This is an optimization exercise on Yosys and OpenROAD, whose aim is small area and a short achievable clock period, not a production implementation.
Only simulation tests tie the RTL to the original design; equivalence was not proved.
Power figures rest on the tool's default switching activity, not on a simulated workload.

## flow/run.sh

```bash
#!/bin/bash
# synth_recipe.tcl (not shown) runs the flow's synth.tcl, then flattens the netlist and writes it again
# the make line also repeats each setting of config.mk as NAME=value (left out here)
make -C /OpenROAD-flow-scripts/flow DESIGN_CONFIG=/design/flow/config.mk WORK_HOME=/design/flow/orfs CLKGATE_MAP_FILE= SYNTH_SCRIPT=/design/flow/synth_recipe.tcl finish
```

## flow/config.mk

```make
export PLATFORM = sky130hd
export DESIGN_NAME = spi_ram_top
export DESIGN_NICKNAME = spi_ram_top
export VERILOG_FILES = /design/flow/design.v
export SDC_FILE = /design/flow/constraint.sdc
export NUM_CORES = 4
export LEC_CHECK = 0
export CAP_MARGIN = 20
export CORE_MARGIN = 2
export CORE_UTILIZATION = 50
export CTS_CLUSTER_DIAMETER = 100
export CTS_CLUSTER_SIZE = 25
export SETUP_SLACK_MARGIN = 2.0
export SLEW_MARGIN = 20
export SYNTH_HIERARCHICAL = 1
```

## flow/constraint.sdc

```tcl
create_clock -name core_clock -period 4.0 [get_ports {clk}]
set_input_delay 0.8000 -clock core_clock [delete_from_list [all_inputs] [get_ports {clk}]]
set_output_delay 0.8000 -clock core_clock [all_outputs]
set_load 0.01 [all_outputs]
```

## flow/design.v

```verilog
package spi_ram_pkg;
    localparam int ADDR_SIZE_DEF = 8;
    localparam int MEM_DEPTH_DEF = 256;
    typedef enum logic [1:0] {
        WR_ADDR = 2'b00,
        WR_DATA = 2'b01,
        RD_ADDR = 2'b10,
        RD_DATA = 2'b11
    } RAM_OP_e;
endpackage
module spi_ram_ao8 (
    input  logic [7:0] d,
    input  logic [7:0] s,
    output logic       y
);
    assign y = |(d & s);
endmodule
module spi_ram_nand4 (
    input  logic a, b, c, d,
    output logic y
);
    assign y = ~(a & b & c & d);
endmodule
module spi_ram_oai21 (
    input  logic a1, a2, b1,
    output logic y
);
    assign y = ~((a1 | a2) & b1);
endmodule
module spi_ram_nor2 (
    input  logic a, b,
    output logic y
);
    assign y = ~(a | b);
endmodule
module spi_ram_and4 (
    input  logic a, b, c, d,
    output logic y
);
    assign y = a & b & c & d;
endmodule
module spi_ram_and2 (
    input  logic a, b,
    output logic y
);
    assign y = a & b;
endmodule
module spi_ram_rd_mux (
    input  logic e, s0, s1, e_n, q_n,
    output logic y
);
    assign y = ~((e & s0 & s1) | (e_n & q_n));
endmodule
module spi_ram_rd_bit (
    input  logic [255:0] col,
    input  logic [15:0]  r_lo,
    input  logic [15:0]  r_hi,
    input  logic         e,
    input  logic         e_n,
    input  logic         q_n,
    output logic         y
);
    logic [31:0]  w_p;    
    logic [15:0]  w_q;    
    logic [3:0]   w_r;
    logic [1:0]   w_s;
    for (genvar h = 0; h < 16; h++) begin : g_grp
        for (genvar j = 0; j < 2; j++) begin : g_ao
            spi_ram_ao8 u_ao (
                .d (col[16*h + 8*j +: 8]),
                .s (r_lo[8*j +: 8]),
                .y (w_p[2*h + j])
            );
        end
        spi_ram_oai21 u_oai (
            .a1 (w_p[2*h]), .a2 (w_p[2*h + 1]), .b1 (r_hi[h]),
            .y  (w_q[h])
        );
    end
    for (genvar j = 0; j < 4; j++) begin : g_or
        spi_ram_and4 u_and (
            .a (w_q[4*j]),     .b (w_q[4*j + 1]),
            .c (w_q[4*j + 2]), .d (w_q[4*j + 3]),
            .y (w_r[j])
        );
    end
    spi_ram_and2 u_and0 (.a (w_r[0]), .b (w_r[1]), .y (w_s[0]));
    spi_ram_and2 u_and1 (.a (w_r[2]), .b (w_r[3]), .y (w_s[1]));
    spi_ram_rd_mux u_out (
        .e (e), .s0 (w_s[0]), .s1 (w_s[1]), .e_n (e_n), .q_n (q_n),
        .y (y)
    );
endmodule
module spi_ram_array (
    input  logic        clk,
    input  logic        rst_n,
    input  logic        we,
    input  logic [7:0]  waddr,
    input  logic [7:0]  wdata,
    input  logic        re,
    input  logic [15:0] r_lo,
    input  logic [15:0] r_hi,
    output logic [7:0]  rdata
);
    logic [15:0]  w_lo_n, w_hi_en_n;
    logic [255:0] w_word_en;
    assign w_lo_n    = ~(16'd1 << waddr[3:0]);
    assign w_hi_en_n = ~((16'd1 << waddr[7:4]) & {16{we}});
    logic [2047:0] r_word;
    for (genvar a = 0; a < 256; a++) begin : g_word
        spi_ram_nor2 u_en (
            .a (w_hi_en_n[a / 16]),
            .b (w_lo_n[a % 16]),
            .y (w_word_en[a])
        );
        always_ff @(posedge clk) begin
            if (w_word_en[a]) begin
                r_word[8*a +: 8] <= wdata;
            end
        end
    end
    logic        w_e, w_e_n;
    logic [15:0] w_hi;
    logic [7:0]  w_d;
    assign w_e   = re || !rst_n;
    assign w_e_n = !w_e;
    assign w_hi  = r_hi & {16{rst_n}};
    for (genvar b = 0; b < 8; b++) begin : g_rd
        logic [255:0] w_col;
        for (genvar a = 0; a < 256; a++) begin : g_col
            assign w_col[a] = r_word[8*a + b];
        end
        spi_ram_rd_bit u_rd (
            .col  (w_col),
            .r_lo (r_lo),
            .r_hi (w_hi),
            .e    (w_e),
            .e_n  (w_e_n),
            .q_n  (!rdata[b]),
            .y    (w_d[b])
        );
    end
    always_ff @(posedge clk) begin
        rdata <= w_d;
    end
endmodule
module spi_ram (
    input  logic       clk,
    input  logic       rst_n,
    input  logic [9:0] din,
    input  logic       rx_valid,
    output logic [7:0] dout,
    output logic       tx_valid,
    output logic       seq_err
);
    logic [7:0]  r_wr_addr;
    logic [15:0] r_rd_lo;
    logic [15:0] r_rd_hi;
    logic        r_wr_armed;
    logic        r_rd_armed;
    logic        r_tx_valid;
    logic        r_seq_err;
    logic [1:0] w_op;
    logic [7:0] w_payload;
    logic       w_we;
    logic       w_re;
    logic       w_seq_err;
    assign w_op      = din[9:8];
    assign w_payload = din[7:0];
    assign w_we      = rx_valid && (w_op == spi_ram_pkg::WR_DATA) && r_wr_armed;
    assign w_re      = rx_valid && (w_op == spi_ram_pkg::RD_DATA) && r_rd_armed;
    assign w_seq_err = rx_valid && w_op[0] && !(w_op[1] ? r_rd_armed : r_wr_armed);
    always_ff @(posedge clk) begin
        if (!rst_n) begin
            r_wr_addr  <= '0;
            r_rd_lo    <= 16'd1;
            r_rd_hi    <= 16'd1;
            r_wr_armed <= 1'b0;
            r_rd_armed <= 1'b0;
            r_tx_valid <= 1'b0;
            r_seq_err  <= 1'b0;
        end else begin
            r_tx_valid <= w_re;
            r_seq_err  <= w_seq_err;
            if (rx_valid && w_op == spi_ram_pkg::WR_ADDR) begin
                r_wr_addr  <= w_payload;
                r_wr_armed <= 1'b1;
            end else if (w_we) begin
                r_wr_addr  <= r_wr_addr + 8'd1;
            end
            if (rx_valid && w_op == spi_ram_pkg::RD_ADDR) begin
                r_rd_lo    <= 16'd1 << w_payload[3:0];
                r_rd_hi    <= 16'd1 << w_payload[7:4];
                r_rd_armed <= 1'b1;
            end else if (w_re) begin
                r_rd_lo <= {r_rd_lo[14:0], r_rd_lo[15]};
                if (r_rd_lo[15]) begin
                    r_rd_hi <= {r_rd_hi[14:0], r_rd_hi[15]};
                end
            end
        end
    end
    spi_ram_array u_array (
        .clk   (clk),
        .rst_n (rst_n),
        .we    (w_we),
        .waddr (r_wr_addr),
        .wdata (w_payload),
        .re    (w_re),
        .r_lo  (r_rd_lo),
        .r_hi  (r_rd_hi),
        .rdata (dout)
    );
    assign tx_valid = r_tx_valid;
    assign seq_err  = r_seq_err;
endmodule
module spi_ram_top (
    input  logic       clk,
    input  logic       rst_n,
    input  logic [9:0] din,
    input  logic       rx_valid,
    output logic [7:0] dout,
    output logic       tx_valid,
    output logic       seq_err
);
    spi_ram u_ram (
        .clk      (clk),
        .rst_n    (rst_n),
        .din      (din),
        .rx_valid (rx_valid),
        .dout     (dout),
        .tx_valid (tx_valid),
        .seq_err  (seq_err)
    );
endmodule
```

==> impl_metrics.xml, run 1 <==
<?xml version="1.0" encoding="UTF-8"?>
<metrics>
  <group name="clock_tree">
    <metric name="cts_hold_buf" unit="">0</metric>
    <metric name="cts-root-to-sink-buffers" unit="">3</metric>
    <metric name="clkSinkCount" unit="">2100</metric>
    <metric name="path_clk_slew" unit="ps">110</metric>
    <metric name="cts_buffers" unit="">93</metric>
    <metric name="ctsHtreeMaxLevel" unit="">3</metric>
    <metric name="root_driver" unit="">sky130_fd_sc_hd__clkbuf_16</metric>
    <metric name="tritoncts" unit="">built</metric>
    <metric name="clock_latency" unit="ps">760</metric>
  </group>
  <group name="sta">
    <metric name="drv_slew" unit="">0</metric>
    <metric name="tightestPinTransition" unit="ps">1030</metric>
    <metric name="slew-limit-headroom" unit="%">31.6</metric>
    <metric name="fmax" unit="MHz">450</metric>
    <metric name="final-setup-viol-count" unit="">0</metric>
    <metric name="hold_viol_final" unit="">0</metric>
    <metric name="setup-tns-final" unit="ps">0</metric>
    <metric name="clock-skew-final" unit="ps">44.0</metric>
    <metric name="grt_setup_unrepaired" unit="">yes</metric>
    <metric name="fin_ws" unit="ps">1780</metric>
    <metric name="final.hold.worst_slack" unit="ps">447</metric>
    <metric name="layout_worst_path_cycle_share" unit="%">55.5</metric>
    <metric name="period_needed" unit="ps">2220</metric>
  </group>
  <group name="job">
    <metric name="max_cap_violations" unit="">0</metric>
  </group>
  <group name="route">
    <metric name="drc_errors" unit="">0</metric>
    <metric name="dr_total_vias" unit="">44817</metric>
    <metric name="ant_nets" unit="">0</metric>
    <metric name="drt-pass1-iter-count" unit="">6</metric>
    <metric name="viasPerCell" unit="">6.69</metric>
    <metric name="wl_per_cell" unit="um">34.5</metric>
    <metric name="drt-total-wl" unit="um">231000</metric>
    <metric name="drt_first_iter_violations" unit="">7675</metric>
  </group>
  <group name="logic_synthesis">
    <metric name="yosys-top-cells-count" unit="">sky130_fd_sc_hd__edfxtp_1, sky130_fd_sc_hd__a22oi_1, sky130_fd_sc_hd__nor2_1, sky130_fd_sc_hd__nand4_1, sky130_fd_sc_hd__o21ai_1</metric>
    <metric name="synth_top_family_by_area" unit="">compound AO/OA/AOI/OAI gates</metric>
    <metric name="post_synth_inst_count" unit="">4113</metric>
    <metric name="synth.most_common_cell" unit="">sky130_fd_sc_hd__edfxtp_1</metric>
    <metric name="synthesized_area_fraction_occupied_by_ao_oa_aoi_and_oai_cells" unit="%">12.0</metric>
    <metric name="post_synth_and_or_nand_nor_area_fraction" unit="%">4.89</metric>
    <metric name="netlist_top_cells_area" unit="">sky130_fd_sc_hd__edfxtp_1, sky130_fd_sc_hd__a22oi_1, sky130_fd_sc_hd__nand4_1</metric>
    <metric name="synth-edff-count" unit="">2048</metric>
    <metric name="ys_async_sr_fraction" unit="%">0</metric>
    <metric name="synth_xor_xnor_area_share" unit="%">0</metric>
    <metric name="yosys.area_share.adder" unit="%">0.0166</metric>
    <metric name="postSynth.topFlopCell" unit="">sky130_fd_sc_hd__edfxtp_1</metric>
    <metric name="synth_top_area_share" unit="%">81.4</metric>
    <metric name="synthMuxAreaShare" unit="%">0.0133</metric>
    <metric name="netlist.top_cell.by_area" unit="">sky130_fd_sc_hd__edfxtp_1</metric>
    <metric name="yosysUniqueCellTypes" unit="">46</metric>
    <metric name="synth.ff_latch_count" unit="">2100</metric>
    <metric name="yosysWarnings" unit="">8</metric>
    <metric name="syn_area" unit="mm^2">0.0755</metric>
    <metric name="synthesis.nets" unit="">4127</metric>
    <metric name="yosysSeqAreaShare" unit="%">82.8</metric>
    <metric name="syn_avg_cell_area" unit="um^2">18.4</metric>
  </group>
  <group name="layout">
    <metric name="fin_nets" unit="">4648</metric>
    <metric name="postLayoutCoreUtil" unit="%">59.2</metric>
    <metric name="filler_cell_count" unit="">10986</metric>
    <metric name="drive_above_1_share" unit="%">21.8</metric>
    <metric name="areaGrowthSynthToFinish" unit="%">17.5</metric>
  </group>
  <group name="critical_path">
    <metric name="worstSetupEndpointType" unit="">flop</metric>
    <metric name="timing.critical_path.to" unit="">u_ram.u_array.rdata[1]</metric>
    <metric name="number_of_cells_on_the_worst_reg_to_reg_path" unit="">8</metric>
    <metric name="cp_arrival" unit="ps">2850</metric>
    <metric name="worstPathRequired" unit="ps">4630</metric>
    <metric name="r2r_end" unit="">u_ram.u_array.rdata[1]</metric>
    <metric name="reg2reg_launch_point" unit="">u_ram.r_rd_lo[2]</metric>
    <metric name="setup_crit_start_kind" unit="">flop</metric>
    <metric name="crit_start" unit="">u_ram.r_rd_lo[2]</metric>
    <metric name="critical_path_class" unit="">reg2reg</metric>
    <metric name="regToRegSetupSlack" unit="ps">1780</metric>
    <metric name="crit_fanout" unit="">4</metric>
  </group>
  <group name="power">
    <metric name="ir_worst_vdd" unit="V">0.000446</metric>
    <metric name="p_leak" unit="nW">26.2</metric>
    <metric name="power.density_cell_area" unit="mW/mm^2">425</metric>
  </group>
  <group name="placement">
    <metric name="pre_cts_ws" unit="ps">350</metric>
    <metric name="portBuffers" unit="">22</metric>
    <metric name="dpl.hpwl" unit="um">126000</metric>
    <metric name="routabilityCongestion" unit="">0.883</metric>
  </group>
  <group name="die">
    <metric name="die-width" unit="um">393</metric>
    <metric name="pin_count" unit="">23</metric>
    <metric name="initial_core_util" unit="%">50.4</metric>
    <metric name="chipHeight" unit="um">393</metric>
    <metric name="total_number_of_placement_rows" unit="">142</metric>
    <metric name="design.die.area" unit="mm^2">0.154</metric>
    <metric name="core_region_area" unit="mm^2">0.150</metric>
  </group>
  <group name="global_route">
    <metric name="grt_overflow" unit="">0</metric>
    <metric name="grt_pass1_wl" unit="um">317000</metric>
    <metric name="via_count_of_the_first_global_routing_pass" unit="">41814</metric>
    <metric name="total_routing_resource_utilization_after_global_routing" unit="%">29.4</metric>
    <metric name="initial_antenna_violation_count" unit="">9</metric>
    <metric name="pin_count_of_the_biggest_net_entering_global_routing" unit="">127</metric>
  </group>
  <group name="hold_path">
    <metric name="hold_class" unit="">in2reg</metric>
    <metric name="min-delay-start" unit="">din[7]</metric>
  </group>
  <group name="status">
    <metric name="outcome" unit="">no timing/DRC/antenna violations</metric>
  </group>
</metrics>
[area by class of cell]
type / count / area (um^2) / area share (%)
clock inverters: 4 / 42.5 / 0.0479
multi-input cells: 1974 / 15500 / 17.4
flip-flops and latches: 2100 / 62600 / 70.6
inverters: 15 / 60.1 / 0.0677
well taps: 2016 / 2520 / 2.84
clock buffers: 134 / 2540 / 2.87
diodes: 3 / 7.51 / 0.00846
repair buffers: 450 / 5460 / 6.15
[sequential cells by signal (all words and copies together) (netlist names)]
name,cells
u_ram.u_array.r_word,2048
u_ram.r_rd_hi,16
u_ram.r_rd_lo,16
u_ram.r_wr_addr,8
u_ram.u_array.rdata,8
u_ram.r_rd_armed,1
u_ram.r_seq_err,1
u_ram.r_tx_valid,1
u_ram.r_wr_armed,1
[layout by cell type, fill, tap and decap left out, types with 78 or more instances in the layout]
| cell | netlist | final |
|---|---|---|
| sky130_fd_sc_hd__buf_6 | 1 | 107 |
| sky130_fd_sc_hd__buf_12 | 0 | 84 |
| sky130_fd_sc_hd__nand4_1 | 265 | 265 |
| sky130_fd_sc_hd__nor2_4 | 0 | 187 |
| sky130_fd_sc_hd__nor2_1 | 272 | 78 |
| sky130_fd_sc_hd__clkbuf_16 | 0 | 102 |
| sky130_fd_sc_hd__a22oi_2 | 0 | 100 |
| sky130_fd_sc_hd__a22oi_1 | 1025 | 925 |
| sky130_fd_sc_hd__edfxtp_1 | 2048 | 2048 |
| sky130_fd_sc_hd__buf_4 | 0 | 208 |
[what timing repair did]
item	in CTS	in global routing
gates cloned	11	6
buffers inserted	109	39
endpoints found under the setup margin	2086	1769
pin swaps	76	112
gates resized for setup	482	229
[modules after synthesis, one instance, submodules excluded, excerpt]
module	area, um^2	times used	flops+latches	cells inside
spi_ram_array	62100	1	2056	2133
spi_ram	2110	1	44	260
spi_ram_ao8	36.3	256	0	5
spi_ram_and4	8.76	32	0	1
spi_ram_rd_mux	8.76	8	0	1
spi_ram_and2	6.26	16	0	1
spi_ram_oai21	5.00	128	0	1
spi_ram_nor2	3.75	256	0	1
[cells by family (layout without fill, tap and decap cells)]
family | after synthesis | after routing
fa+ha+maj | 1 | 1
compound gates | 1275 | 1275
other cells | 0 | 3
buf+inv | 40 | 603
simple gates | 696 | 697
flops | 2100 | 2100
mux | 1 | 1
[worst max-delay path, stage by stage, from the launching register on]
cell,delay (ps)
sky130_fd_sc_hd__dfxtp_4,380
sky130_fd_sc_hd__buf_12,160
sky130_fd_sc_hd__buf_6,140
sky130_fd_sc_hd__a22oi_2,230
sky130_fd_sc_hd__nand4_1,200
sky130_fd_sc_hd__o21ai_2,300
sky130_fd_sc_hd__and4_4,350
sky130_fd_sc_hd__and2_4,200
sky130_fd_sc_hd__a32oi_1,100
[per-layer routing]
layer / vias up / part of all wire, % / wire, um / global-route usage (%)
li1: 18640 / - / - / -
met1: 23054 / 40 / 92500 / 42.9
met2: 2738 / 45 / 105000 / 44.0
met3: 379 / 11 / 25900 / 6.25
met4: 6 / 3.5 / 8160 / 10.1
met5: - / 0.018 / 41 / 0
[worst min path at each step]
stage	depth (start not counted)	slack [ps]	endpoint
after floorplan	2	460	u_ram.r_wr_armed
after global routing	1	450	u_ram.u_array.r_word[1727]
after global placement	2	440	u_ram.u_array.rdata[0]
after CTS	1	410	u_ram.u_array.r_word[1727]
after detailed placement	2	430	u_ram.u_array.rdata[3]
final	1	450	u_ram.u_array.r_word[1727]
[power breakdown]
part           internal, mW  total, mW  switching [mW]
clock                  4.45       10.9            6.43
combinational         0.771       2.62            1.85
sequential             24.1       24.2          0.0900
total                  29.4       37.7            8.37
[through the flow]
stage	power (mW)	cell area [um^2]	std cells
after floorplan	25.5	76300	4113
after detailed placement	26.8	81400	6390
after global routing	38.7	88700	6693
final	37.7	88800	6696
after global placement	26.8	81400	6390
after CTS	37.7	87200	6648
==> run 2, diff against run 1 <==
--- a/flow/design.v
+++ b/flow/design.v
@@ -41,2 +41,8 @@
 endmodule
+module spi_ram_nand2 (
+    input  logic a, b,
+    output logic y
+);
+    assign y = ~(a & b);
+endmodule
 module spi_ram_and2 (
@@ -96,3 +102,4 @@
     input  logic        rst_n,
-    input  logic        we,
+    input  logic        wr_cmd,
+    input  logic        wr_armed,
     input  logic [7:0]  waddr,
@@ -104,6 +111,9 @@
 );
-    logic [15:0]  w_lo_n, w_hi_en_n;
+    logic [15:0]  w_lo_n, w_hi_arm, w_hi_en_n;
     logic [255:0] w_word_en;
-    assign w_lo_n    = ~(16'd1 << waddr[3:0]);
-    assign w_hi_en_n = ~((16'd1 << waddr[7:4]) & {16{we}});
+    assign w_lo_n   = ~(16'd1 << waddr[3:0]);
+    assign w_hi_arm = (16'd1 << waddr[7:4]) & {16{wr_armed}};
+    for (genvar h = 0; h < 16; h++) begin : g_hi_en
+        spi_ram_nand2 u_en (.a (wr_cmd), .b (w_hi_arm[h]), .y (w_hi_en_n[h]));
+    end
     logic [2047:0] r_word;
@@ -164,2 +174,3 @@
     logic [7:0] w_payload;
+    logic       w_wr_cmd;
     logic       w_we;
@@ -169,3 +180,4 @@
     assign w_payload = din[7:0];
-    assign w_we      = rx_valid && (w_op == spi_ram_pkg::WR_DATA) && r_wr_armed;
+    assign w_wr_cmd  = rx_valid && (w_op == spi_ram_pkg::WR_DATA);
+    assign w_we      = w_wr_cmd && r_wr_armed;
     assign w_re      = rx_valid && (w_op == spi_ram_pkg::RD_DATA) && r_rd_armed;
@@ -205,3 +217,4 @@
         .rst_n (rst_n),
-        .we    (w_we),
+        .wr_cmd   (w_wr_cmd),
+        .wr_armed (r_wr_armed),
         .waddr (r_wr_addr),
==> impl_metrics.xml, run 2 <==
<?xml version="1.0" encoding="UTF-8"?>
<metrics>
  <group name="status">
    <metric name="outcome" unit="">no timing/DRC/antenna violations</metric>
  </group>
  <group name="sta">
    <metric name="layout_worst_path_cycle_share" unit="%">56.7</metric>
    <metric name="slew-limit-headroom" unit="%">24.9</metric>
    <metric name="tightestPinTransition" unit="ps">1130</metric>
    <metric name="final.hold.worst_slack" unit="ps">478</metric>
    <metric name="fin_ws" unit="ps">1730</metric>
    <metric name="period_needed" unit="ps">2270</metric>
    <metric name="clock-skew-final" unit="ps">39.3</metric>
    <metric name="setup-tns-final" unit="ps">0</metric>
    <metric name="drv_slew" unit="">0</metric>
    <metric name="fmax" unit="MHz">441</metric>
    <metric name="hold_viol_final" unit="">0</metric>
    <metric name="grt_setup_unrepaired" unit="">yes</metric>
    <metric name="final-setup-viol-count" unit="">0</metric>
  </group>
  <group name="hold_path">
    <metric name="hold-path-cell-count" unit="">3</metric>
    <metric name="hold_class" unit="">in2reg</metric>
  </group>
  <group name="power">
    <metric name="power_switching" unit="mW">8.39</metric>
    <metric name="p_int" unit="mW">29.3</metric>
    <metric name="design_power_total" unit="mW">37.7</metric>
    <metric name="switching_share" unit="%">22.2</metric>
    <metric name="p_leak" unit="nW">25.4</metric>
    <metric name="ir_worst_vdd" unit="V">0.000362</metric>
    <metric name="power.share.combinational" unit="%">7.1</metric>
    <metric name="share_seq_of_total_power" unit="%">64.3</metric>
    <metric name="clock_power_share" unit="%">28.6</metric>
    <metric name="power.density_cell_area" unit="mW/mm^2">428</metric>
  </group>
  <group name="placement">
    <metric name="dpl.hpwl" unit="um">123000</metric>
    <metric name="pre_cts_ws" unit="ps">327</metric>
    <metric name="post_dp_cell_area" unit="mm^2">0.0800</metric>
    <metric name="placedCellCount" unit="">6312</metric>
    <metric name="portBuffers" unit="">22</metric>
    <metric name="routabilityCongestion" unit="">0.879</metric>
  </group>
  <group name="clock_tree">
    <metric name="tritoncts" unit="">built</metric>
    <metric name="cts_hold_buf" unit="">0</metric>
    <metric name="path_clk_slew" unit="ps">100</metric>
    <metric name="cts_buffers" unit="">93</metric>
    <metric name="cts-root-to-sink-buffers" unit="">3</metric>
    <metric name="clkSinkCount" unit="">2100</metric>
    <metric name="clock_latency" unit="ps">750</metric>
    <metric name="root_driver" unit="">sky130_fd_sc_hd__clkbuf_16</metric>
    <metric name="ctsHtreeMaxLevel" unit="">3</metric>
  </group>
  <group name="global_route">
    <metric name="grt.busiest_layer" unit="">met2</metric>
    <metric name="grt_use_met3" unit="%">5.36</metric>
    <metric name="groute.layer.met1.usage" unit="%">41.8</metric>
    <metric name="grt_overflow" unit="">0</metric>
    <metric name="grt_util_met2" unit="%">43.1</metric>
    <metric name="initial_antenna_violation_count" unit="">8</metric>
    <metric name="pin_count_of_the_biggest_net_entering_global_routing" unit="">129</metric>
    <metric name="total_routing_resource_utilization_after_global_routing" unit="%">28.4</metric>
    <metric name="grt_pass1_wl" unit="um">310000</metric>
    <metric name="via_count_of_the_first_global_routing_pass" unit="">41836</metric>
  </group>
  <group name="route">
    <metric name="viasPerCell" unit="">6.72</metric>
    <metric name="dr_total_vias" unit="">44378</metric>
    <metric name="ant_nets" unit="">0</metric>
    <metric name="drt-pass1-iter-count" unit="">6</metric>
    <metric name="drt_first_iter_violations" unit="">6153</metric>
    <metric name="wl_per_cell" unit="um">33.8</metric>
    <metric name="drc_errors" unit="">0</metric>
    <metric name="drt-total-wl" unit="um">223000</metric>
  </group>
  <group name="critical_path">
    <metric name="crit_fanout" unit="">9</metric>
    <metric name="crit_path_frequent_cell" unit="">sky130_fd_sc_hd__buf_12</metric>
    <metric name="worstSetupEndpointType" unit="">flop</metric>
    <metric name="cp_arrival" unit="ps">2870</metric>
    <metric name="setup_crit_start_kind" unit="">flop</metric>
    <metric name="regToRegSetupSlack" unit="ps">1730</metric>
    <metric name="number_of_cells_on_the_worst_reg_to_reg_path" unit="">8</metric>
    <metric name="cp_slowest_stage_delay" unit="ps">420</metric>
    <metric name="worstPathRequired" unit="ps">4610</metric>
    <metric name="crit_path_top_delay_cell" unit="">sky130_fd_sc_hd__dfxtp_4</metric>
    <metric name="critical_path_class" unit="">reg2reg</metric>
    <metric name="cp_cell_instances" unit="">buf_12 &gt; buf_12 &gt; a22oi_2 &gt; nand4_1 &gt; o21ai_1 &gt; and4_4 &gt; and2_4 &gt; a32oi_1</metric>
  </group>
  <group name="logic_synthesis">
    <metric name="synth-edff-count" unit="">2048</metric>
    <metric name="synthesis.nets" unit="">4159</metric>
    <metric name="netlist.top_cell.by_area" unit="">sky130_fd_sc_hd__edfxtp_1</metric>
    <metric name="synthesized_area_fraction_occupied_by_ao_oa_aoi_and_oai_cells" unit="%">12.0</metric>
    <metric name="ys_async_sr_fraction" unit="%">0</metric>
    <metric name="synth.most_common_cell" unit="">sky130_fd_sc_hd__edfxtp_1</metric>
    <metric name="synth_xor_xnor_area_share" unit="%">0.0348</metric>
    <metric name="synth_top_family_by_area" unit="">compound AO/OA/AOI/OAI gates</metric>
    <metric name="syn_avg_cell_area" unit="um^2">18.2</metric>
    <metric name="synthMuxAreaShare" unit="%">0.0132</metric>
    <metric name="syn_area" unit="mm^2">0.0756</metric>
    <metric name="netlist_top_cells_area" unit="">sky130_fd_sc_hd__edfxtp_1, sky130_fd_sc_hd__a22oi_1, sky130_fd_sc_hd__nand4_1</metric>
    <metric name="post_synth_inst_count" unit="">4145</metric>
    <metric name="yosys-top-cells-count" unit="">sky130_fd_sc_hd__edfxtp_1, sky130_fd_sc_hd__a22oi_1, sky130_fd_sc_hd__nor2_1, sky130_fd_sc_hd__nand4_1, sky130_fd_sc_hd__o21ai_1</metric>
    <metric name="synth_top_area_share" unit="%">81.4</metric>
    <metric name="yosysSeqAreaShare" unit="%">82.8</metric>
    <metric name="yosysWarnings" unit="">8</metric>
    <metric name="yosys.area_share.adder" unit="%">0.0166</metric>
    <metric name="synth.ff_latch_count" unit="">2100</metric>
    <metric name="post_synth_and_or_nand_nor_area_fraction" unit="%">4.98</metric>
    <metric name="postSynth.topFlopCell" unit="">sky130_fd_sc_hd__edfxtp_1</metric>
    <metric name="yosysUniqueCellTypes" unit="">43</metric>
  </group>
  <group name="layout">
    <metric name="most-common-layout-cells" unit="">sky130_fd_sc_hd__edfxtp_1, sky130_fd_sc_hd__a22oi_1, sky130_fd_sc_hd__nand4_1</metric>
    <metric name="fin_nets" unit="">4570</metric>
    <metric name="areaGrowthSynthToFinish" unit="%">16.5</metric>
    <metric name="filler_cell_count" unit="">11019</metric>
    <metric name="largest_registers" unit="">u_ram.u_array.r_word x2048, u_ram.r_rd_hi x16, u_ram.r_rd_lo x16</metric>
    <metric name="largest-register" unit="">u_ram.u_array.r_word</metric>
    <metric name="postLayoutCoreUtil" unit="%">58.7</metric>
    <metric name="layout.cells.non_filler" unit="">6606</metric>
    <metric name="drive_above_1_share" unit="%">20.7</metric>
    <metric name="layout_commonest_cell" unit="">sky130_fd_sc_hd__edfxtp_1</metric>
    <metric name="max_ffs_per_register" unit="">2048</metric>
    <metric name="fin_area" unit="mm^2">0.0881</metric>
  </group>
  <group name="die">
    <metric name="pin_count" unit="">23</metric>
    <metric name="design.die.area" unit="mm^2">0.154</metric>
    <metric name="total_number_of_placement_rows" unit="">142</metric>
    <metric name="chipHeight" unit="um">393</metric>
    <metric name="core_region_area" unit="mm^2">0.150</metric>
    <metric name="die-width" unit="um">393</metric>
    <metric name="initial_core_util" unit="%">50.4</metric>
  </group>
  <group name="job">
    <metric name="max_cap_violations" unit="">0</metric>
  </group>
</metrics>
[run 2: cell count changes in the layout (fill, tap and decap cells not counted), moves of 11 or more]
cell,delta
sky130_fd_sc_hd__nand2_8,+11
sky130_fd_sc_hd__buf_4,-47
sky130_fd_sc_hd__a22oi_1,+21
sky130_fd_sc_hd__nor2_1,-36
sky130_fd_sc_hd__buf_6,-61
sky130_fd_sc_hd__a22oi_2,-18
sky130_fd_sc_hd__nor2_4,+45
sky130_fd_sc_hd__nand2_1,+14
[run 2: repair_timing]
action / 4_1_cts / 5_1_grt
setup buffers: 114 / 36
cloned: 8 / 7
gates resized for setup: 770 / 136
pin swaps: 94 / 110
endpoints found under the setup margin: 2088 / 1289
[run 2: worst paths after layout]
path                                          endpoint                    from
worst max-delay path            u_ram.u_array.rdata[1]        u_ram.r_rd_lo[2]
worst max register to register  u_ram.u_array.rdata[1]        u_ram.r_rd_lo[2]
worst min register to register  u_ram.u_array.rdata[2]  u_ram.u_array.rdata[2]
worst min-delay path                 u_ram.r_rd_lo[14]                   rst_n
[run 2: per-module statistics from Yosys, one instance, submodules excluded, a selection]
module          copies in the design  flip-flops and latches  area (um^2)
spi_ram_nand2                     16                       0         3.75
spi_ram_ao8                      256                       0         36.3
spi_ram_nor2                     256                       0         3.75
spi_ram                            1                      44         2150
spi_ram_and2                      16                       0         6.26
spi_ram_array                      1                    2056        62000
spi_ram_rd_mux                     8                       0         8.76
spi_ram_oai21                    128                       0         5.00
spi_ram_and4                      32                       0         8.76
[run 2: power groups by stage]
| stage | registers, mW | clock network, mW | logic [mW] |
|---|---|---|---|
| 6_report | 24.2 | 10.8 | 2.69 |
| 5_1_grt | 24.2 | 11.6 | 2.81 |
| 4_1_cts | 24.2 | 10.9 | 2.58 |
| 3_5_place_dp | 24.9 | 0 | 2.01 |
| 3_3_place_gp | 24.9 | 0 | 2.00 |
| 2_1_floorplan | 24.9 | 0 | 0.684 |
[run 2: layer usage]
metal / routed length (um) / share of wire (%)
met1: 90300 / 40
met2: 103000 / 46
met3: 22700 / 10
met4: 7230 / 3.2
met5: 22 / 0.0099
[run 2: cell families after synthesis]
| logic type | Yosys count |
|---|---|
| flops | 2100 |
| compound gates | 1277 |
| simple gates | 724 |
| buf+inv | 39 |
| xor+xnor | 3 |
| mux | 1 |
| fa+ha+maj | 1 |
[run 2: worst max-delay path, delay by kind of cell, from the launching register on]
| family | cells | cell delay, ps |
|---|---|---|
| buffers and inverters | 2 | 300 |
| AO/OA/AOI/OAI | 3 | 540 |
| AND/OR/NAND/NOR | 3 | 830 |
| flip-flops | 1 | 420 |
[run 2: cell type report]
cell class | count | area [um^2] | share of cell area [%]
clock inverter | 4 | 50.0 | 0.0568
sequential | 2100 | 62700 | 71.1
timing repair buffer | 335 | 4300 | 4.88
clock buffer | 123 | 2480 | 2.82
multi-input combinational | 2012 | 16000 | 18.2
antenna | 2 | 5.00 | 0.00568
tap | 2016 | 2520 | 2.86
inverter | 14 | 57.6 | 0.0653
==> run 3, diff against run 2 <==
--- a/flow/config.mk
+++ b/flow/config.mk
@@ -9,3 +9,3 @@
 export CORE_MARGIN = 2
-export CORE_UTILIZATION = 50
+export CORE_UTILIZATION = 58
 export CTS_CLUSTER_DIAMETER = 100
==> impl_metrics.xml, run 3 <==
<?xml version="1.0" encoding="UTF-8"?>
<metrics>
  <group name="status">
    <metric name="outcome" unit="">no timing/DRC/antenna violations</metric>
  </group>
  <group name="job">
    <metric name="max_cap_violations" unit="">0</metric>
  </group>
  <group name="logic_synthesis">
    <metric name="yosysWarnings" unit="">8</metric>
    <metric name="netlist_top_cells_area" unit="">sky130_fd_sc_hd__edfxtp_1, sky130_fd_sc_hd__a22oi_1, sky130_fd_sc_hd__nand4_1</metric>
    <metric name="ys_async_sr_fraction" unit="%">0</metric>
    <metric name="synth-edff-count" unit="">2048</metric>
    <metric name="syn_avg_cell_area" unit="um^2">18.2</metric>
    <metric name="synthesis.nets" unit="">4159</metric>
    <metric name="syn_area" unit="mm^2">0.0756</metric>
    <metric name="synth.ff_latch_count" unit="">2100</metric>
    <metric name="synth.most_common_cell" unit="">sky130_fd_sc_hd__edfxtp_1</metric>
    <metric name="postSynth.topFlopCell" unit="">sky130_fd_sc_hd__edfxtp_1</metric>
    <metric name="yosysSeqAreaShare" unit="%">82.8</metric>
    <metric name="synth_top_area_share" unit="%">81.4</metric>
    <metric name="yosysUniqueCellTypes" unit="">43</metric>
    <metric name="netlist.top_cell.by_area" unit="">sky130_fd_sc_hd__edfxtp_1</metric>
    <metric name="post_synth_inst_count" unit="">4145</metric>
    <metric name="yosys-top-cells-count" unit="">sky130_fd_sc_hd__edfxtp_1, sky130_fd_sc_hd__a22oi_1, sky130_fd_sc_hd__nor2_1, sky130_fd_sc_hd__nand4_1, sky130_fd_sc_hd__o21ai_1</metric>
  </group>
  <group name="layout">
    <metric name="final-seq-area" unit="mm^2">0.0627</metric>
    <metric name="largest_registers" unit="">u_ram.u_array.r_word x2048, u_ram.r_rd_hi x16, u_ram.r_rd_lo x16</metric>
    <metric name="largest-register" unit="">u_ram.u_array.r_word</metric>
    <metric name="filler_cell_count" unit="">8531</metric>
    <metric name="layout.cells.non_filler" unit="">6335</metric>
    <metric name="multi_input_comb_area" unit="mm^2">0.0165</metric>
    <metric name="max_ffs_per_register" unit="">2048</metric>
    <metric name="most-common-layout-cells" unit="">sky130_fd_sc_hd__edfxtp_1, sky130_fd_sc_hd__a22oi_1, sky130_fd_sc_hd__nand4_1</metric>
    <metric name="fin_nets" unit="">4574</metric>
    <metric name="areaGrowthSynthToFinish" unit="%">17.3</metric>
    <metric name="layout_commonest_cell" unit="">sky130_fd_sc_hd__edfxtp_1</metric>
    <metric name="drive_above_1_share" unit="%">23.4</metric>
  </group>
  <group name="clock_tree">
    <metric name="ctsHtreeMaxLevel" unit="">3</metric>
    <metric name="cts_hold_buf" unit="">0</metric>
    <metric name="tritoncts" unit="">built</metric>
    <metric name="path_clk_slew" unit="ps">110</metric>
    <metric name="root_driver" unit="">sky130_fd_sc_hd__clkbuf_16</metric>
    <metric name="clkSinkCount" unit="">2100</metric>
    <metric name="cts_buffers" unit="">93</metric>
    <metric name="clock_latency" unit="ps">750</metric>
    <metric name="cts-root-to-sink-buffers" unit="">3</metric>
  </group>
  <group name="die">
    <metric name="core_region_area" unit="mm^2">0.129</metric>
    <metric name="die-width" unit="um">365</metric>
    <metric name="initial_core_util" unit="%">58.4</metric>
    <metric name="total_number_of_placement_rows" unit="">132</metric>
    <metric name="chipHeight" unit="um">365</metric>
    <metric name="design.die.area" unit="mm^2">0.133</metric>
    <metric name="pin_count" unit="">23</metric>
  </group>
  <group name="sta">
    <metric name="hold_viol_final" unit="">0</metric>
    <metric name="layout_worst_path_cycle_share" unit="%">56.0</metric>
    <metric name="grt_setup_unrepaired" unit="">yes</metric>
    <metric name="period_needed" unit="ps">2240</metric>
    <metric name="drv_slew" unit="">0</metric>
    <metric name="tightestPinTransition" unit="ps">1240</metric>
    <metric name="final-setup-viol-count" unit="">0</metric>
    <metric name="slew-limit-headroom" unit="%">17.7</metric>
    <metric name="clock-skew-final" unit="ps">35.2</metric>
    <metric name="setup-tns-final" unit="ps">0</metric>
    <metric name="fin_ws" unit="ps">1760</metric>
    <metric name="fmax" unit="MHz">447</metric>
  </group>
  <group name="global_route">
    <metric name="grt_pass1_wl" unit="um">317000</metric>
    <metric name="initial_antenna_violation_count" unit="">6</metric>
    <metric name="via_count_of_the_first_global_routing_pass" unit="">42035</metric>
    <metric name="grt_overflow" unit="">0</metric>
    <metric name="pin_count_of_the_biggest_net_entering_global_routing" unit="">135</metric>
    <metric name="total_routing_resource_utilization_after_global_routing" unit="%">34.3</metric>
  </group>
  <group name="critical_path">
    <metric name="critical_path_class" unit="">reg2reg</metric>
    <metric name="setup_crit_start_kind" unit="">flop</metric>
    <metric name="worstPathRequired" unit="ps">4610</metric>
    <metric name="crit_fanout" unit="">6</metric>
    <metric name="worstSetupEndpointType" unit="">flop</metric>
    <metric name="cp_arrival" unit="ps">2850</metric>
  </group>
  <group name="power">
    <metric name="share_seq_of_total_power" unit="%">63.8</metric>
    <metric name="power.density_cell_area" unit="mW/mm^2">429</metric>
    <metric name="power.share.combinational" unit="%">7.7</metric>
    <metric name="switching_share" unit="%">22.5</metric>
    <metric name="ir_worst_vdd" unit="V">0.000485</metric>
    <metric name="power_switching" unit="mW">8.54</metric>
    <metric name="p_leak" unit="nW">25.7</metric>
    <metric name="p_int" unit="mW">29.5</metric>
    <metric name="design_power_total" unit="mW">38.0</metric>
    <metric name="clock_power_share" unit="%">28.5</metric>
  </group>
  <group name="placement">
    <metric name="dpl.hpwl" unit="um">125000</metric>
    <metric name="portBuffers" unit="">22</metric>
    <metric name="routabilityCongestion" unit="">0.906</metric>
    <metric name="pre_cts_ws" unit="ps">119</metric>
    <metric name="placedCellCount" unit="">6018</metric>
  </group>
  <group name="route">
    <metric name="drt_first_iter_violations" unit="">6618</metric>
    <metric name="viasPerCell" unit="">7.06</metric>
    <metric name="drt-total-wl" unit="um">231000</metric>
    <metric name="dr_total_vias" unit="">44730</metric>
    <metric name="drt-pass1-iter-count" unit="">6</metric>
    <metric name="wl_per_cell" unit="um">36.4</metric>
    <metric name="drc_errors" unit="">0</metric>
    <metric name="ant_nets" unit="">0</metric>
  </group>
  <group name="hold_path">
    <metric name="hold_class" unit="">in2reg</metric>
  </group>
</metrics>
[run 3: cell types whose count changed in the layout (fill, tap and decap cells not counted), sizes merged]
cell | previous run | this run
dlygate4sd2 | 3 | 2
bufbuf | 4 | 3
inv | 15 | 14
nand2 | 61 | 59
clkbuf | 125 | 131
buf | 326 | 328
[run 3: logic make-up after synthesis]
family          share of synthesized area, %
compound gates                          12.0
mux                                   0.0132
buf+inv                                0.209
flops                                   82.8
xor+xnor                              0.0348
simple gates                            4.98
fa+ha+maj                             0.0166
[run 3: layer usage]
layer  share of wire (%)  wire, um  up-vias  track usage (%)
met5              0.0091        21        -                0
met4                 4.7     10900        4             13.5
met3                  10     23400      477             6.91
met2                  46    106000     2695             52.3
met1                  39     90800    23048             49.4
li1                    -         -    18506                -
[run 3: worst max-delay path, stage by stage (launching register included)]
cell and delay, ps:
sky130_fd_sc_hd__dfxtp_4 400, sky130_fd_sc_hd__buf_12 170, sky130_fd_sc_hd__buf_16 160, sky130_fd_sc_hd__buf_6 130, sky130_fd_sc_hd__a22oi_2 150, sky130_fd_sc_hd__nand4_1 220, sky130_fd_sc_hd__o21ai_2 290, sky130_fd_sc_hd__and4_4 280
sky130_fd_sc_hd__and2_4 180, sky130_fd_sc_hd__a32oi_1 110
[run 3: final timing paths]
check	start	endpoint	slack, ps	cells past startpoint
setup / recovery	u_ram.r_rd_lo[10]	u_ram.u_array.rdata[7]	1760	9
hold / removal	rst_n	u_ram.r_rd_lo[14]	390	3
setup reg to reg	u_ram.r_rd_lo[10]	u_ram.u_array.rdata[7]	1760	9
hold reg to reg	u_ram.u_array.rdata[2]	u_ram.u_array.rdata[2]	540	2
[run 3: layout make-up]
type	count	area share, %
diodes	2	0.00564
clock buffers	123	2.85
clock inverters	3	0.0466
inverters	14	0.0607
multi-input cells	2010	18.7
flip-flops and latches	2100	70.7
well taps	1742	2.46
repair buffers	341	5.25
[run 3: timing repair]
item | in CTS | in global routing
endpoints found under the setup margin | 2098 | 1533
pin swaps | 171 | 92
resized for setup | 919 | 133
cloned | 12 | 9
setup buffers | 131 | 37
[run 3: metrics by stage]
| step | instance area [um^2] | utilization [%] | hold slack, ps |
|---|---|---|---|
| floorplan | 75800 | - | 467 |
| global placement | 79600 | 61.5 | 521 |
| detailed placement | 79600 | 61.5 | 526 |
| CTS | 87500 | 67.6 | 351 |
| global route | 88700 | 68.5 | 374 |
| finish | 88700 | 68.5 | 393 |
[run 3: power by group through the flow]
stage               clock network, mW  logic (mW)  registers (mW)
floorplan                           0       0.684            24.9
global placement                    0        2.03            24.9
detailed placement                  0        2.04            24.9
CTS                              10.9        2.78            24.2
global route                     11.6        3.01            24.2
finish                           10.9        2.92            24.3
[run 3: per-module statistics from Yosys (local to each module, per instance), a selection]
module / cells / area (um^2) / copies in the design / flops+latches
spi_ram_array: 2128 / 62000 / 1 / 2056
spi_ram_nor2: 1 / 3.75 / 256 / 0
spi_ram_ao8: 5 / 36.3 / 256 / 0
spi_ram_oai21: 1 / 5.00 / 128 / 0
spi_ram_and2: 1 / 6.26 / 16 / 0
spi_ram_rd_mux: 1 / 8.76 / 8 / 0
spi_ram: 281 / 2150 / 1 / 44
spi_ram_and4: 1 / 8.76 / 32 / 0
spi_ram_nand2: 1 / 3.75 / 16 / 0
==> run 4, diff against run 3 <==
--- a/flow/config.mk
+++ b/flow/config.mk
@@ -15 +15,2 @@
 export SYNTH_HIERARCHICAL = 1
+export TNS_END_PERCENT = 10
==> impl_metrics.xml, run 4 <==
<?xml version="1.0" encoding="UTF-8"?>
<metrics>
  <group name="status">
    <metric name="outcome" unit="">no timing/DRC/antenna violations</metric>
  </group>
  <group name="critical_path">
    <metric name="number_of_cells_on_the_worst_reg_to_reg_path" unit="">8</metric>
    <metric name="crit_start" unit="">u_ram.r_rd_lo[11]</metric>
    <metric name="crit_fanout" unit="">16</metric>
    <metric name="regToRegSetupSlack" unit="ps">1760</metric>
    <metric name="cp_arrival" unit="ps">2850</metric>
    <metric name="worstPathRequired" unit="ps">4610</metric>
    <metric name="r2r_end" unit="">u_ram.u_array.rdata[6]</metric>
    <metric name="reg2reg_launch_point" unit="">u_ram.r_rd_lo[11]</metric>
    <metric name="critical_path_class" unit="">reg2reg</metric>
    <metric name="timing.critical_path.to" unit="">u_ram.u_array.rdata[6]</metric>
    <metric name="worstSetupEndpointType" unit="">flop</metric>
    <metric name="cp_cell_instances" unit="">buf_4 &gt; buf_12 &gt; a22oi_1 &gt; nand4_1 &gt; o21ai_2 &gt; and4_4 &gt; and2_4 &gt; a32oi_1</metric>
    <metric name="cp_slowest_stage_delay" unit="ps">380</metric>
    <metric name="setup_crit_start_kind" unit="">flop</metric>
    <metric name="crit_path_top_delay_cell" unit="">sky130_fd_sc_hd__dfxtp_4</metric>
  </group>
  <group name="clock_tree">
    <metric name="root_driver" unit="">sky130_fd_sc_hd__clkbuf_16</metric>
    <metric name="ctsHtreeMaxLevel" unit="">3</metric>
    <metric name="clock_latency" unit="ps">740</metric>
    <metric name="cts_hold_buf" unit="">0</metric>
    <metric name="cts_buffers" unit="">93</metric>
    <metric name="clkSinkCount" unit="">2100</metric>
    <metric name="tritoncts" unit="">built</metric>
    <metric name="cts-root-to-sink-buffers" unit="">3</metric>
    <metric name="path_clk_slew" unit="ps">110</metric>
  </group>
  <group name="logic_synthesis">
    <metric name="postSynth.topFlopCell" unit="">sky130_fd_sc_hd__edfxtp_1</metric>
    <metric name="synthesis.nets" unit="">4159</metric>
    <metric name="yosysUniqueCellTypes" unit="">43</metric>
    <metric name="syn_area" unit="mm^2">0.0756</metric>
    <metric name="synth.ff_latch_count" unit="">2100</metric>
    <metric name="ys_async_sr_fraction" unit="%">0</metric>
    <metric name="netlist_top_cells_area" unit="">sky130_fd_sc_hd__edfxtp_1, sky130_fd_sc_hd__a22oi_1, sky130_fd_sc_hd__nand4_1</metric>
    <metric name="yosysSeqAreaShare" unit="%">82.8</metric>
    <metric name="netlist.top_cell.by_area" unit="">sky130_fd_sc_hd__edfxtp_1</metric>
    <metric name="synth_top_area_share" unit="%">81.4</metric>
    <metric name="post_synth_inst_count" unit="">4145</metric>
    <metric name="synth.most_common_cell" unit="">sky130_fd_sc_hd__edfxtp_1</metric>
    <metric name="yosysWarnings" unit="">8</metric>
    <metric name="syn_avg_cell_area" unit="um^2">18.2</metric>
    <metric name="synth-edff-count" unit="">2048</metric>
    <metric name="yosys-top-cells-count" unit="">sky130_fd_sc_hd__edfxtp_1, sky130_fd_sc_hd__a22oi_1, sky130_fd_sc_hd__nor2_1, sky130_fd_sc_hd__nand4_1, sky130_fd_sc_hd__o21ai_1</metric>
  </group>
  <group name="route">
    <metric name="drt-pass1-iter-count" unit="">7</metric>
    <metric name="ant_nets" unit="">0</metric>
    <metric name="drc_errors" unit="">0</metric>
    <metric name="drt-total-wl" unit="um">228000</metric>
    <metric name="dr_total_vias" unit="">44581</metric>
    <metric name="wl_per_cell" unit="um">36.5</metric>
    <metric name="viasPerCell" unit="">7.12</metric>
    <metric name="drt_first_iter_violations" unit="">7494</metric>
  </group>
  <group name="layout">
    <metric name="fin_nets" unit="">4499</metric>
    <metric name="most-common-layout-cells" unit="">sky130_fd_sc_hd__edfxtp_1, sky130_fd_sc_hd__a22oi_1, sky130_fd_sc_hd__nand4_1</metric>
    <metric name="drive_above_1_share" unit="%">21.1</metric>
    <metric name="diodes" unit="">0</metric>
    <metric name="layout_commonest_cell" unit="">sky130_fd_sc_hd__edfxtp_1</metric>
    <metric name="max_ffs_per_register" unit="">2048</metric>
    <metric name="largest-register" unit="">u_ram.u_array.r_word</metric>
    <metric name="postLayoutCoreUtil" unit="%">67.1</metric>
    <metric name="areaGrowthSynthToFinish" unit="%">15.0</metric>
    <metric name="largest_registers" unit="">u_ram.u_array.r_word x2048, u_ram.r_rd_hi x16, u_ram.r_rd_lo x16</metric>
  </group>
  <group name="sta">
    <metric name="drv_slew" unit="">0</metric>
    <metric name="final.hold.worst_slack" unit="ps">461</metric>
    <metric name="clock-skew-final" unit="ps">22.0</metric>
    <metric name="tightestPinTransition" unit="ps">955</metric>
    <metric name="final-setup-viol-count" unit="">0</metric>
    <metric name="fmax" unit="MHz">446</metric>
    <metric name="setup-tns-final" unit="ps">0</metric>
    <metric name="hold_viol_final" unit="">0</metric>
    <metric name="layout_worst_path_cycle_share" unit="%">56.0</metric>
    <metric name="grt_setup_unrepaired" unit="">yes</metric>
    <metric name="period_needed" unit="ps">2240</metric>
    <metric name="slew-limit-headroom" unit="%">36.3</metric>
  </group>
  <group name="die">
    <metric name="total_number_of_placement_rows" unit="">132</metric>
    <metric name="core_region_area" unit="mm^2">0.129</metric>
    <metric name="design.die.area" unit="mm^2">0.133</metric>
    <metric name="initial_core_util" unit="%">58.4</metric>
    <metric name="die-width" unit="um">365</metric>
    <metric name="pin_count" unit="">23</metric>
    <metric name="chipHeight" unit="um">365</metric>
  </group>
  <group name="global_route">
    <metric name="via_count_of_the_first_global_routing_pass" unit="">41108</metric>
    <metric name="grt_pass1_wl" unit="um">310000</metric>
    <metric name="initial_antenna_violation_count" unit="">7</metric>
    <metric name="total_routing_resource_utilization_after_global_routing" unit="%">33.4</metric>
    <metric name="pin_count_of_the_biggest_net_entering_global_routing" unit="">135</metric>
    <metric name="grt_overflow" unit="">0</metric>
  </group>
  <group name="placement">
    <metric name="routabilityCongestion" unit="">0.895</metric>
    <metric name="dpl.hpwl" unit="um">126000</metric>
    <metric name="portBuffers" unit="">22</metric>
  </group>
  <group name="job">
    <metric name="max_cap_violations" unit="">0</metric>
  </group>
  <group name="power">
    <metric name="p_leak" unit="nW">25.1</metric>
    <metric name="power.density_cell_area" unit="mW/mm^2">435</metric>
    <metric name="ir_worst_vdd" unit="V">0.000412</metric>
  </group>
  <group name="hold_path">
    <metric name="hold_class" unit="">in2reg</metric>
  </group>
</metrics>
run 4: final cells by class:
cell class                      count  area, um^2
Clock buffer                      132        2520
Clock inverter                      1        8.76
Fill cell                        8702       42600
Inverter                           14        57.6
Multi-Input combinational cell   2006       15800
Sequential cell                  2100       62700
Tap cell                         1742        2180
Timing Repair Buffer              270        3700
run 4: Yosys stat by module (local to each module, per instance), excerpt:
module / flops+latches / area (um^2)
spi_ram_nand2: 0 / 3.75
spi_ram_array: 2056 / 62000
spi_ram_oai21: 0 / 5.00
spi_ram_and2: 0 / 6.26
spi_ram_ao8: 0 / 36.3
spi_ram_nor2: 0 / 3.75
run 4: kinds of logic after synthesis:
| group | count (synthesis) | synth area share (%) |
|---|---|---|
| flip-flops | 2100 | 82.8 |
| AO/OA/AOI/OAI | 1277 | 12.0 |
| AND/OR/NAND/NOR | 724 | 4.98 |
| buffers and inverters | 39 | 0.209 |
| XOR/XNOR | 3 | 0.0348 |
| multiplexers | 1 | 0.0132 |
| adder cells (fa/ha/maj) | 1 | 0.0166 |
run 4: worst min-delay path by stage:
stage                            from                    endpoint  slack (ps)  cells past startpoint
5_1_grt                        din[5]  u_ram.u_array.r_word[1677]         470                      1
3_3_place_gp   u_ram.u_array.rdata[0]      u_ram.u_array.rdata[0]         540                      2
3_5_place_dp   u_ram.u_array.rdata[0]      u_ram.u_array.rdata[0]         540                      2
6_report                       din[5]  u_ram.u_array.r_word[1685]         460                      1
4_1_cts                        din[4]  u_ram.u_array.r_word[1676]         470                      1
2_1_floorplan  u_ram.u_array.rdata[0]      u_ram.u_array.rdata[0]         470                      2
run 4: what timing repair did:
| item | in CTS | in global routing |
|---|---|---|
| setup buffers | 88 | 16 |
| pin swaps | 36 | 109 |
| hold endpoints to repair | 0 | 0 |
| gates resized for setup | 457 | 438 |
| gates cloned | 2 | 13 |
| endpoints found under the setup margin | 2088 | 1881 |
run 4: metal layers:
metal | track usage [%] | wire length (um) | vias to the layer above
li1 | - | - | 18311
met4 | 11.1 | 8470 | 6
met3 | 6.42 | 24100 | 384
met2 | 50.1 | 103000 | 2731
met1 | 49.7 | 92200 | 23149
met5 | 0.763 | 175 | -
run 4: stage by stage:
step / worst slack (ps) / std cells / instance area [um^2] / power (mW)
4_1_cts: 1440 / 6235 / 84700 / 37.6
3_5_place_dp: 185 / 6012 / 79400 / 26.9
2_1_floorplan: 1550 / 4145 / 75700 / 25.6
6_report: 1760 / 6265 / 86900 / 37.8
5_1_grt: 1790 / 6265 / 86900 / 38.7
3_3_place_gp: 318 / 6012 / 79400 / 26.9
run 4: power by group:
| group | switching, mW | internal (mW) | leakage (nW) |
|---|---|---|---|
| combinational | 1.94 | 0.831 | 5.05 |
| clock | 6.34 | 4.39 | 1.22 |
| sequential | 0.116 | 24.1 | 18.8 |
run 4: worst max-delay path: cells and delay by family (launching register included):
| family | cells | cell delay (ps) |
|---|---|---|
| DFF | 1 | 380 |
| and+or+nand+nor | 3 | 750 |
| buffers and inverters | 2 | 300 |
| AOI/OAI and AO/OA | 3 | 640 |
==> run 5, diff against run 4 <==
--- a/flow/config.mk
+++ b/flow/config.mk
@@ -9,3 +9,3 @@
 export CORE_MARGIN = 2
-export CORE_UTILIZATION = 58
+export CORE_UTILIZATION = 50
 export CTS_CLUSTER_DIAMETER = 100
==> impl_metrics.xml, run 5 <==
<?xml version="1.0" encoding="UTF-8"?>
<metrics>
  <group name="status">
    <metric name="outcome" unit="">no timing/DRC/antenna violations</metric>
  </group>
  <group name="route">
    <metric name="drt-total-wl" unit="um">225000</metric>
    <metric name="wl_per_cell" unit="um">34.0</metric>
    <metric name="drt-pass1-iter-count" unit="">8</metric>
    <metric name="dr_total_vias" unit="">44114</metric>
    <metric name="viasPerCell" unit="">6.68</metric>
    <metric name="drc_errors" unit="">0</metric>
    <metric name="ant_nets" unit="">0</metric>
    <metric name="drt_first_iter_violations" unit="">6544</metric>
  </group>
  <group name="critical_path">
    <metric name="number_of_cells_on_the_worst_reg_to_reg_path" unit="">8</metric>
    <metric name="worstPathRequired" unit="ps">4630</metric>
    <metric name="worstSetupEndpointType" unit="">flop</metric>
    <metric name="cp_slowest_stage_delay" unit="ps">480</metric>
    <metric name="crit_fanout" unit="">26</metric>
    <metric name="cp_cell_instances" unit="">buf_12 &gt; buf_6 &gt; a22oi_2 &gt; nand4_1 &gt; o21ai_2 &gt; and4_4 &gt; and2_1 &gt; a32oi_1</metric>
    <metric name="setup_crit_start_kind" unit="">flop</metric>
    <metric name="critical_path_class" unit="">reg2reg</metric>
    <metric name="crit_path_top_delay_cell" unit="">sky130_fd_sc_hd__dfxtp_4</metric>
    <metric name="cp_arrival" unit="ps">2920</metric>
    <metric name="regToRegSetupSlack" unit="ps">1710</metric>
  </group>
  <group name="power">
    <metric name="share_seq_of_total_power" unit="%">63.8</metric>
    <metric name="p_leak" unit="nW">25.4</metric>
    <metric name="power_switching" unit="mW">8.51</metric>
    <metric name="ir_worst_vdd" unit="V">0.000402</metric>
    <metric name="power.density_cell_area" unit="mW/mm^2">435</metric>
    <metric name="clock_power_share" unit="%">29.1</metric>
    <metric name="p_int" unit="mW">29.5</metric>
    <metric name="switching_share" unit="%">22.4</metric>
    <metric name="power.share.combinational" unit="%">7.1</metric>
  </group>
  <group name="layout">
    <metric name="largest_registers" unit="">u_ram.u_array.r_word x2048, u_ram.r_rd_hi x16, u_ram.r_rd_lo x16</metric>
    <metric name="largest-register" unit="">u_ram.u_array.r_word</metric>
    <metric name="areaGrowthSynthToFinish" unit="%">15.7</metric>
    <metric name="layout_commonest_cell" unit="">sky130_fd_sc_hd__edfxtp_1</metric>
    <metric name="most-common-layout-cells" unit="">sky130_fd_sc_hd__edfxtp_1, sky130_fd_sc_hd__a22oi_1, sky130_fd_sc_hd__nand4_1</metric>
    <metric name="max_ffs_per_register" unit="">2048</metric>
    <metric name="layout.cells.non_filler" unit="">6606</metric>
    <metric name="fin_nets" unit="">4559</metric>
    <metric name="drive_above_1_share" unit="%">20.5</metric>
  </group>
  <group name="logic_synthesis">
    <metric name="synth-edff-count" unit="">2048</metric>
    <metric name="yosys.area_share.adder" unit="%">0.0166</metric>
    <metric name="yosysSeqAreaShare" unit="%">82.8</metric>
    <metric name="netlist_top_cells_area" unit="">sky130_fd_sc_hd__edfxtp_1, sky130_fd_sc_hd__a22oi_1, sky130_fd_sc_hd__nand4_1</metric>
    <metric name="synth.most_common_cell" unit="">sky130_fd_sc_hd__edfxtp_1</metric>
    <metric name="yosys-top-cells-count" unit="">sky130_fd_sc_hd__edfxtp_1, sky130_fd_sc_hd__a22oi_1, sky130_fd_sc_hd__nor2_1, sky130_fd_sc_hd__nand4_1, sky130_fd_sc_hd__o21ai_1</metric>
    <metric name="ys_async_sr_fraction" unit="%">0</metric>
    <metric name="postSynth.topFlopCell" unit="">sky130_fd_sc_hd__edfxtp_1</metric>
    <metric name="post_synth_and_or_nand_nor_area_fraction" unit="%">4.98</metric>
    <metric name="synth.ff_latch_count" unit="">2100</metric>
    <metric name="syn_area" unit="mm^2">0.0756</metric>
    <metric name="yosysUniqueCellTypes" unit="">43</metric>
    <metric name="synthesis.nets" unit="">4159</metric>
    <metric name="netlist.top_cell.by_area" unit="">sky130_fd_sc_hd__edfxtp_1</metric>
    <metric name="synth_top_family_by_area" unit="">compound AO/OA/AOI/OAI gates</metric>
    <metric name="synth_top_area_share" unit="%">81.4</metric>
    <metric name="yosysWarnings" unit="">8</metric>
    <metric name="post_synth_inst_count" unit="">4145</metric>
    <metric name="synth_xor_xnor_area_share" unit="%">0.0348</metric>
    <metric name="synthMuxAreaShare" unit="%">0.0132</metric>
    <metric name="synthesized_area_fraction_occupied_by_ao_oa_aoi_and_oai_cells" unit="%">12.0</metric>
    <metric name="syn_avg_cell_area" unit="um^2">18.2</metric>
  </group>
  <group name="global_route">
    <metric name="initial_antenna_violation_count" unit="">9</metric>
    <metric name="total_routing_resource_utilization_after_global_routing" unit="%">26.6</metric>
    <metric name="pin_count_of_the_biggest_net_entering_global_routing" unit="">117</metric>
    <metric name="via_count_of_the_first_global_routing_pass" unit="">40677</metric>
    <metric name="grt_pass1_wl" unit="um">294000</metric>
    <metric name="grt_overflow" unit="">0</metric>
  </group>
  <group name="placement">
    <metric name="portBuffers" unit="">22</metric>
    <metric name="dpl.hpwl" unit="um">127000</metric>
    <metric name="placedCellCount" unit="">6335</metric>
    <metric name="routabilityCongestion" unit="">0.884</metric>
    <metric name="pre_cts_ws" unit="ps">130</metric>
  </group>
  <group name="job">
    <metric name="max_cap_violations" unit="">0</metric>
  </group>
  <group name="sta">
    <metric name="clock-skew-final" unit="ps">56.7</metric>
    <metric name="hold_viol_final" unit="">0</metric>
    <metric name="tightestPinTransition" unit="ps">1090</metric>
    <metric name="fmax" unit="MHz">436</metric>
    <metric name="grt_setup_unrepaired" unit="">yes</metric>
    <metric name="period_needed" unit="ps">2290</metric>
    <metric name="drv_slew" unit="">0</metric>
    <metric name="fin_ws" unit="ps">1710</metric>
    <metric name="layout_worst_path_cycle_share" unit="%">57.3</metric>
    <metric name="setup-tns-final" unit="ps">0</metric>
    <metric name="final-setup-viol-count" unit="">0</metric>
    <metric name="slew-limit-headroom" unit="%">27.4</metric>
  </group>
  <group name="die">
    <metric name="pin_count" unit="">23</metric>
    <metric name="initial_core_util" unit="%">50.4</metric>
    <metric name="chipHeight" unit="um">393</metric>
    <metric name="core_region_area" unit="mm^2">0.150</metric>
    <metric name="design.die.area" unit="mm^2">0.154</metric>
    <metric name="total_number_of_placement_rows" unit="">142</metric>
    <metric name="die-width" unit="um">393</metric>
  </group>
  <group name="hold_path">
    <metric name="hold_class" unit="">in2reg</metric>
    <metric name="hold-path-cell-count" unit="">1</metric>
  </group>
  <group name="clock_tree">
    <metric name="ctsHtreeMaxLevel" unit="">3</metric>
    <metric name="tritoncts" unit="">built</metric>
    <metric name="clock_latency" unit="ps">780</metric>
    <metric name="cts-root-to-sink-buffers" unit="">3</metric>
    <metric name="clkSinkCount" unit="">2100</metric>
    <metric name="root_driver" unit="">sky130_fd_sc_hd__clkbuf_16</metric>
    <metric name="path_clk_slew" unit="ps">100</metric>
    <metric name="cts_buffers" unit="">94</metric>
  </group>
</metrics>
==> run 5: changes by cell type in the layout (fill, tap and decap cells not counted), moves of 7 or more <==
cell and delta:
sky130_fd_sc_hd__o21ai_2 -8, sky130_fd_sc_hd__a22oi_1 +43, sky130_fd_sc_hd__buf_8 -7, sky130_fd_sc_hd__buf_6 +11, sky130_fd_sc_hd__nand2_8 +7, sky130_fd_sc_hd__nor2_1 +40, sky130_fd_sc_hd__buf_4 +63, sky130_fd_sc_hd__nor2_2 -41
sky130_fd_sc_hd__o21ai_1 +7, sky130_fd_sc_hd__a22oi_2 -43, sky130_fd_sc_hd__clkbuf_1 -7
==> run 5: timing repair <==
item	CTS	global route
pin swaps	9	133
resized for setup	202	599
setup endpoints to repair	2078	2066
setup buffers	14	107
hold buffers	0	0
gates cloned	1	8
==> run 5: worst max-delay path, delay by kind of cell (launching register included) <==
| kind | cells | cell delay (ps) |
|---|---|---|
| DFF | 1 | 480 |
| buffers and inverters | 2 | 380 |
| and+or+nand+nor | 3 | 710 |
| AOI/OAI and AO/OA | 3 | 580 |
==> run 5: logic make-up (layout without fill, tap and decap cells) <==
kind of cell    after synthesis  in the layout
buf+inv                      39            477
other cells                   0              6
xor+xnor                      3              3
compound gates             1277           1277
flops                      2100           2100
simple gates                724            725
mux                           1              1
fa+ha+maj                     1              1
==> run 5: modules after synthesis, one instance, submodules excluded, a selection <==
module          flip-flops and latches  cells  cell area [um^2]
spi_ram                             44    281              2150
spi_ram_and2                         0      1              6.26
spi_ram_and4                         0      1              8.76
spi_ram_ao8                          0      5              36.3
spi_ram_array                     2056   2128             62000
spi_ram_nand2                        0      1              3.75
spi_ram_nor2                         0      1              3.75
spi_ram_oai21                        0      1              5.00
spi_ram_rd_mux                       0      1              8.76
==> run 5: worst paths after layout <==
check	startpoint	to
worst min-delay path	din[0]	u_ram.u_array.r_word[336]
worst max-delay path	u_ram.r_rd_lo[5]	u_ram.u_array.rdata[5]
worst min register to register	u_ram.u_array.rdata[0]	u_ram.u_array.rdata[0]
worst max register to register	u_ram.r_rd_lo[5]	u_ram.u_array.rdata[5]
==> run 5: stage by stage <==
stage / hold slack, ps / total power, mW / area (um^2) / utilization, %
after floorplan: 467 / 25.6 / 75700 / -
after global placement: 504 / 26.9 / 80100 / 53.4
after detailed placement: 514 / 26.9 / 80100 / 53.4
after CTS: 469 / 37.6 / 83600 / 55.8
after global routing: 486 / 39.0 / 87400 / 58.3
final: 473 / 38.0 / 87400 / 58.3
==> run 5: layout make-up <==
class / count / area (um^2)
multi-input cells: 2007 / 15600
fillers: 11154 / 62500
clock inverters: 7 / 90.1
diodes: 6 / 15.0
flip-flops and latches: 2100 / 62600
clock buffers: 128 / 2560
inverters: 14 / 53.8
repair buffers: 328 / 3920
well taps: 2016 / 2520
==> run 5: power by group through the flow <==
| stage | combinational, mW | sequential [mW] | clock [mW] |
|---|---|---|---|
| finish | 2.72 | 24.3 | 11.1 |
| global route | 2.82 | 24.3 | 12.0 |
| floorplan | 0.682 | 24.9 | 0 |
| CTS | 2.09 | 24.4 | 11.2 |
| detailed placement | 2.06 | 24.9 | 0 |
| global placement | 2.05 | 24.9 | 0 |
==> run 5: per-layer routing <==
| metal | vias up | wire length, um | GRT usage [%] |
|---|---|---|---|
| met5 | - | 45 | 0 |
| met4 | 6 | 7050 | 7.19 |
| met3 | 295 | 23400 | 4.49 |
| met2 | 2524 | 104000 | 41.5 |
| met1 | 22813 | 90200 | 39.2 |
| li1 | 18476 | - | - |

[static timing again, ports no longer ideal]
In the flow no input, the clock included, has a driving cell. The finished layouts below were timed again as built, in two steps.
Step 1 (the two cells are an assumption about what drives the block):
set clk [get_ports {clk}]
set_driving_cell -lib_cell sky130_fd_sc_hd__clkbuf_16 $clk
set_driving_cell -lib_cell sky130_fd_sc_hd__buf_2 [delete_from_list [all_inputs] $clk]
Step 2, shift: input delay + t, output delay - t, t = (earliest + latest rising clock arrival at the registers) / 2. This alone moves slack from input paths to output paths.
Three values: ideal ports, drivers, drivers and shift; two values: the first two.
run | shift t [ns] | slack for setup (ns) | worst hold slack (ns) | latest minus earliest clock arrival (ns) | worst data-port slew with drivers (ns)
run 1 | 0.824 | 1.779 / 1.779 / 1.013 | 0.447 / 0.404 / 0.461 | 0.047 / 0.047 | 0.12
run 2 | 0.820 | 1.731 / 1.731 / 0.974 | 0.478 / 0.438 / 0.509 | 0.046 / 0.046 | 0.15
run 3 | 0.812 | 1.761 / 1.761 / 0.987 | 0.393 / 0.386 / 0.538 | 0.038 / 0.038 | 0.11
run 4 | 0.804 | 1.758 / 1.758 / 1.047 | 0.461 / 0.421 / 0.525 | 0.024 / 0.025 | 0.07
run 5 | 0.832 | 1.707 / 1.707 / 1.001 | 0.473 / 0.436 / 0.521 | 0.059 / 0.059 | 0.13
After both steps every run listed still meets setup and hold. The setup slack of run 3, which loses most, moves by 0.000 ns with the drivers and by -0.774 ns with both steps.
